Source: an optimization exercise on an open RTL-to-GDS flow (aim: small area). Production flows keep margins and buffers that such runs may drop.
RTL that was checked went through simulation tests only; none was proved equivalent to the original.

==> inputs of build 61 <==
Design mixer_multi_ramp, start of the top module:
module mixer_multi_ramp (
  input  logic        clk,
  input  logic        rst_n,
  input  logic        bclk,
  input  logic        lrclk,
  input  logic [3:0]  in,
  input  logic [31:0] level,
  input  logic [3:0]  mute,
  output logic        out,
  output logic [23:0] out_p,
  output logic        out_valid,
  output logic        sat
);
==> module mixer_multi_ramp, before the edit <==
module mixer_multi_ramp (
  input  logic        clk,
  input  logic        rst_n,
  input  logic        bclk,
  input  logic        lrclk,
  input  logic [3:0]  in,
  input  logic [31:0] level,
  input  logic [3:0]  mute,
  output logic        out,
  output logic [23:0] out_p,
  output logic        out_valid,
  output logic        sat
);
  logic        bclk_q, lrclk_q;
  logic        rise, fall, tog;
  logic        busy, act;
  logic [5:0]  cnt;
  logic [30:0] acc;
  logic [32:0] wide;
  logic        sticky, ovf;
  logic [7:0]  g [4];
  logic [9:0]  bsum;
  logic        first, full, res_en, rot_en, done;
  logic [1:0]  ch, ph;
  logic [7:0]  tgt, gnew;
  logic [8:0]  d;
  logic        over;
  logic [23:0] res;
  logic        out_q;
  logic        sbit;
  assign rise = bclk & ~bclk_q;
  assign fall = ~bclk & bclk_q;
  assign tog  = lrclk ^ lrclk_q;
  assign act  = tog | busy;
  always_ff @(posedge clk) begin
    bclk_q  <= bclk;
    lrclk_q <= lrclk;
    ph      <= ph + 2'd1;
  end
  assign full   = cnt[5] | (cnt[4] & cnt[3]);
  assign first  = (cnt == 6'd0);
  assign res_en = act & (cnt == 6'd24);
  assign rot_en = act & full;
  assign done   = act & (cnt == 6'd39);
  assign ch     = ph;
  always_ff @(posedge clk) begin
    if (!rst_n) begin
      cnt  <= '0;
      busy <= 1'b0;
    end else begin
      if (tog) busy <= 1'b1;
      else if (done) busy <= 1'b0;
      if (done) cnt <= '0;
      else if (act | (rise & ~full)) cnt <= cnt + 6'd1;
    end
  end
  always_comb begin
    bsum = '0;
    for (int i = 0; i < 4; i++) if (in[2'(i) + ph] & bclk) bsum = bsum + {2'b0, g[i]};
  end
  assign wide = {acc[30], acc, 1'b0} + {23'b0, bsum};
  assign ovf  = (wide[32] != wide[31]) | (wide[31] != wide[30]);
  always_ff @(posedge clk) begin
    if ((rise | act) & ~full) begin
      if (first) begin
        acc    <= -{21'b0, bsum};
        sticky <= 1'b0;
      end else if (!sticky) begin
        if (ovf) sticky <= 1'b1;
        else     acc    <= wide[30:0];
      end
    end
  end
  assign tgt  = mute[ch] ? 8'd0 : level[ch*8 +: 8];
  assign gnew = (tgt > g[0]) ? g[0] + 8'd1 : (tgt < g[0]) ? g[0] - 8'd1 : g[0];
  always_ff @(posedge clk) begin
    g[0] <= g[1];
    g[1] <= rst_n ? g[2] : 8'd0;
    g[2] <= g[3];
    g[3] <= !rst_n ? 8'd0 : rot_en ? gnew : g[0];
  end
  assign over = sticky;
  assign res  = over ? {acc[30], {23{~acc[30]}}} : acc[30:7];
  always_comb begin
    sbit = 1'b0;
    for (int k = 0; k < 24; k++) if (cnt == 6'(k)) sbit = out_p[23-k];
  end
  always_ff @(posedge clk) begin
    if (!rst_n) begin
      out_p     <= '0;
      sat       <= 1'b0;
      out_q     <= 1'b0;
    end else begin
      if (res_en) begin
        out_p <= res;
        sat   <= over;
      end
      if (res_en)    out_q <= res[23];
      else if (fall) out_q <= sbit;
    end
  end
  assign out       = out_q;
  assign out_valid = busy & (cnt == 6'd25);
endmodule
export LEC_CHECK = 0
export CAP_MARGIN = 20
export CORE_MARGIN = 2
export CORE_UTILIZATION = 65
export CTS_BUF_LIST = sky130_fd_sc_hd__clkbuf_8
export CTS_CLUSTER_SIZE = 25
export GPL_TIMING_DRIVEN = 0
export SLEW_MARGIN = 20
create_clock -name core_clock -period 10.0 [get_ports {clk}]
standard.sh (not shown) runs the stock make flow with config.mk's settings and CLKGATE_MAP_FILE= SYNTH_SCRIPT=/design/flow/synth_recipe.tcl, a recipe that flattens the netlist after the stock synthesis.
==> flow/flow/run.sh <==
#!/bin/bash
# Own layout flow: the standard ORFS flow, with two changes:
#  - synthesis maps adders with ABC instead of the platform's full/half-adder cells, using an
#    area-oriented ABC script (flow/area.abc); registers are mapped exactly as in the standard
#    synthesis (dfflibmap runs before ABC and is untouched);
#  - the port buffers that placement inserts are the smallest buffer, buf_1.
set -euo pipefail
here=$(pwd)
sed "s#^  log_cmd abc {\*}\$abc_args\$#  log_cmd abc -script $here/flow/area.abc {*}\$lib_args {*}\$lib_dont_use_args#" \
  "$FLOW_HOME/scripts/synth.tcl" > "$here/synth_mod.tcl"
grep -q "flow/area.abc" "$here/synth_mod.tcl"
sed "s#source \$::env(SCRIPTS_DIR)/synth.tcl#source $here/synth_mod.tcl#" synth_recipe.tcl > "$here/own_synth.tcl"
grep -q "synth_mod.tcl" "$here/own_synth.tcl"
sed "s#SYNTH_SCRIPT=[^ ]*#SYNTH_SCRIPT=$here/own_synth.tcl ADDER_MAP_FILE=#" standard.sh > "$here/own_standard.sh"
grep -q "own_synth.tcl" "$here/own_standard.sh"
export BUFFER_PORTS_ARGS="-buffer_cell sky130_fd_sc_hd__buf_1"
bash "$here/own_standard.sh" > "$here/own_flow.log" 2>&1
==> flow/flow/area.abc <==
strash; &get -n; &deepsyn -T 30; &put; &get -n; &dch -f; &nf -p -R 1000; &put
==> build 93 (differences from build 61) <==
==> flow/design.v (replaced) <==
module mixer_multi_ramp (
  input  logic        clk,
  input  logic        rst_n,
  input  logic        bclk,
  input  logic        lrclk,
  input  logic [3:0]  in,
  input  logic [31:0] level,
  input  logic [3:0]  mute,
  output logic        out,
  output logic [23:0] out_p,
  output logic        out_valid,
  output logic        sat
);
  logic        bclk_q, lrclk_q;
  logic        rise, fall, tog;
  logic        busy, act;
  logic [4:0]  cnt;
  logic [33:0] acc;
  logic [7:0]  g [4];
  logic [9:0]  bsum;
  logic        first, full, res_en, rot_en, done;
  logic [1:0]  ch;
  logic [7:0]  tgt, gnew;
  logic [8:0]  d;
  logic        over;
  logic [23:0] res;
  logic        out_q;
  logic        sbit;
  assign rise = bclk & ~bclk_q;
  assign fall = ~bclk & bclk_q;
  assign tog  = lrclk ^ lrclk_q;
  assign act  = tog | busy;
  always_ff @(posedge clk) begin
    bclk_q  <= bclk;
    lrclk_q <= lrclk;
  end
  assign full   = cnt[4] & cnt[3];
  assign first  = (cnt == 5'd0);
  assign res_en = act & (cnt == 5'd24);
  assign rot_en = act & full & ~cnt[2];
  assign done   = act & cnt[2] & full;
  assign ch     = cnt[1:0];
  always_ff @(posedge clk) begin
    if (!rst_n) begin
      cnt  <= '0;
      busy <= 1'b0;
    end else begin
      if (tog) busy <= 1'b1;
      else if (done) busy <= 1'b0;
      if (done) cnt <= '0;
      else if (act | (rise & ~full)) cnt <= cnt + 5'd1;
    end
  end
  always_comb begin
    bsum = '0;
    for (int c = 0; c < 4; c++) if (in[c] & bclk) bsum = bsum + {2'b0, g[c]};
  end
  always_ff @(posedge clk) begin
    if ((rise | act) & ~full) acc <= first ? -{24'b0, bsum} : {acc[32:0], 1'b0} + {24'b0, bsum};
  end
  assign tgt  = mute[ch] ? 8'd0 : level[ch*8 +: 8];
  assign d    = {1'b0, tgt} - {1'b0, g[0]};
  always_comb begin
    if (!d[8] && d[7:0] > 8'd4)      gnew = g[0] + 8'd4;
    else if (d[8] && d[7:0] < 8'd252) gnew = g[0] - 8'd4;
    else                              gnew = tgt;
  end
  always_ff @(posedge clk) begin
    if (!rst_n) begin
      for (int c = 0; c < 4; c++) g[c] <= '0;
    end else if (rot_en) begin
      g[0] <= g[1];
      g[1] <= g[2];
      g[2] <= g[3];
      g[3] <= gnew;
    end
  end
  assign over = ~((&acc[33:30]) | ~(|acc[33:30]));
  assign res  = over ? {acc[33], {23{~acc[33]}}} : acc[30:7];
  always_comb begin
    sbit = 1'b0;
    for (int k = 0; k < 24; k++) if (cnt == 5'(k)) sbit = out_p[23-k];
  end
  always_ff @(posedge clk) begin
    if (!rst_n) begin
      out_p     <= '0;
      sat       <= 1'b0;
      out_valid <= 1'b0;
      out_q     <= 1'b0;
    end else begin
      out_valid <= res_en;
      if (res_en) begin
        out_p <= res;
        sat   <= over;
      end
      if (res_en)    out_q <= res[23];
      else if (fall) out_q <= sbit;
    end
  end
  assign out = out_q;
endmodule
==> flow/run.sh (new file) <==
#!/bin/bash
# synth_recipe.tcl (not shown) runs the flow's synth.tcl, then flattens the netlist and writes it again
# the make line also repeats each setting of config.mk as NAME=value (left out here)
make -C /OpenROAD-flow-scripts/flow DESIGN_CONFIG=/design/flow/config.mk WORK_HOME=/design/flow/orfs CLKGATE_MAP_FILE= SYNTH_SCRIPT=/design/flow/synth_recipe.tcl finish
CORE_UTILIZATION = 40   (was 65)
CTS_BUF_LIST = unset   (was sky130_fd_sc_hd__clkbuf_8)
CTS_CLUSTER_SIZE = unset   (was 25)
GPL_TIMING_DRIVEN = unset   (was 0)
removed: flow/flow/run.sh
removed: flow/flow/area.abc
removed: flow/standard.sh
==> flow_metrics.py <==
metrics = {
    "run_status": {
        "status": "complete, no violations",
    },
    "power_and_ir_drop": {
        "switchingPower_w": 0.000318,
    },
    "die": {
        "initial_utilization": 0.667,
    },
    "sta": {
        "worstMarginPinSlew_ns": 0.897,
    },
    "routing": {
        "drt-total-wl_um": 13500,
    },
}
-- figures above: build 61

==> flow_metrics.py <==
metrics = {
    "run_status": {
        "status": "complete, no violations",
    },
    "yosys": {
        "synth-simple-area-share": 0.245,
    },
    "power_and_ir_drop": {
        "switchingPower_w": 0.000476,
    },
    "sta": {
        "setup_viol": 0,
        "worstMarginPinSlew_ns": 1.04,
    },
    "critical_path": {
        "startpoint_type": "input port",
    },
    "finish": {
        "comb.multi_input.count": 758,
    },
    "die": {
        "initial_utilization": 0.410,
    },
    "routing": {
        "drt-total-wl_um": 22800,
    },
}
-- figures above: build 93

The RTL of build 61 was laid out without a check of its function.

## static timing again, ports no longer ideal
In the flow no input, the clock included, has a driving cell. The finished layouts below were timed again as built, in two steps. Step 1, drivers: a clkbuf_16 drives clk and a buf_2 each remaining input, both assumed. Step 2 also shifts input and output timing later by t, the mid clock arrival at the registers, as if the neighbouring blocks saw the same clock. a / b / c = ideal ports / drivers / drivers and shift; a / b = the first two.
run	t, ns	slack for setup (ns)	hold WS [ns]	cell pins on the clock port's net
build 61	0.406	0.281 / 0.292 / -0.115	0.373 / 0.373 / 0.373	1
build 93	0.401	1.387 / 1.409 / 1.007	0.488 / 0.488 / 0.488	1
With both steps, setup timing fails in build 61, where it was met with ideal ports. The setup slack of build 61, which loses most, moves by +0.011 ns with the drivers and by -0.396 ns with both steps.
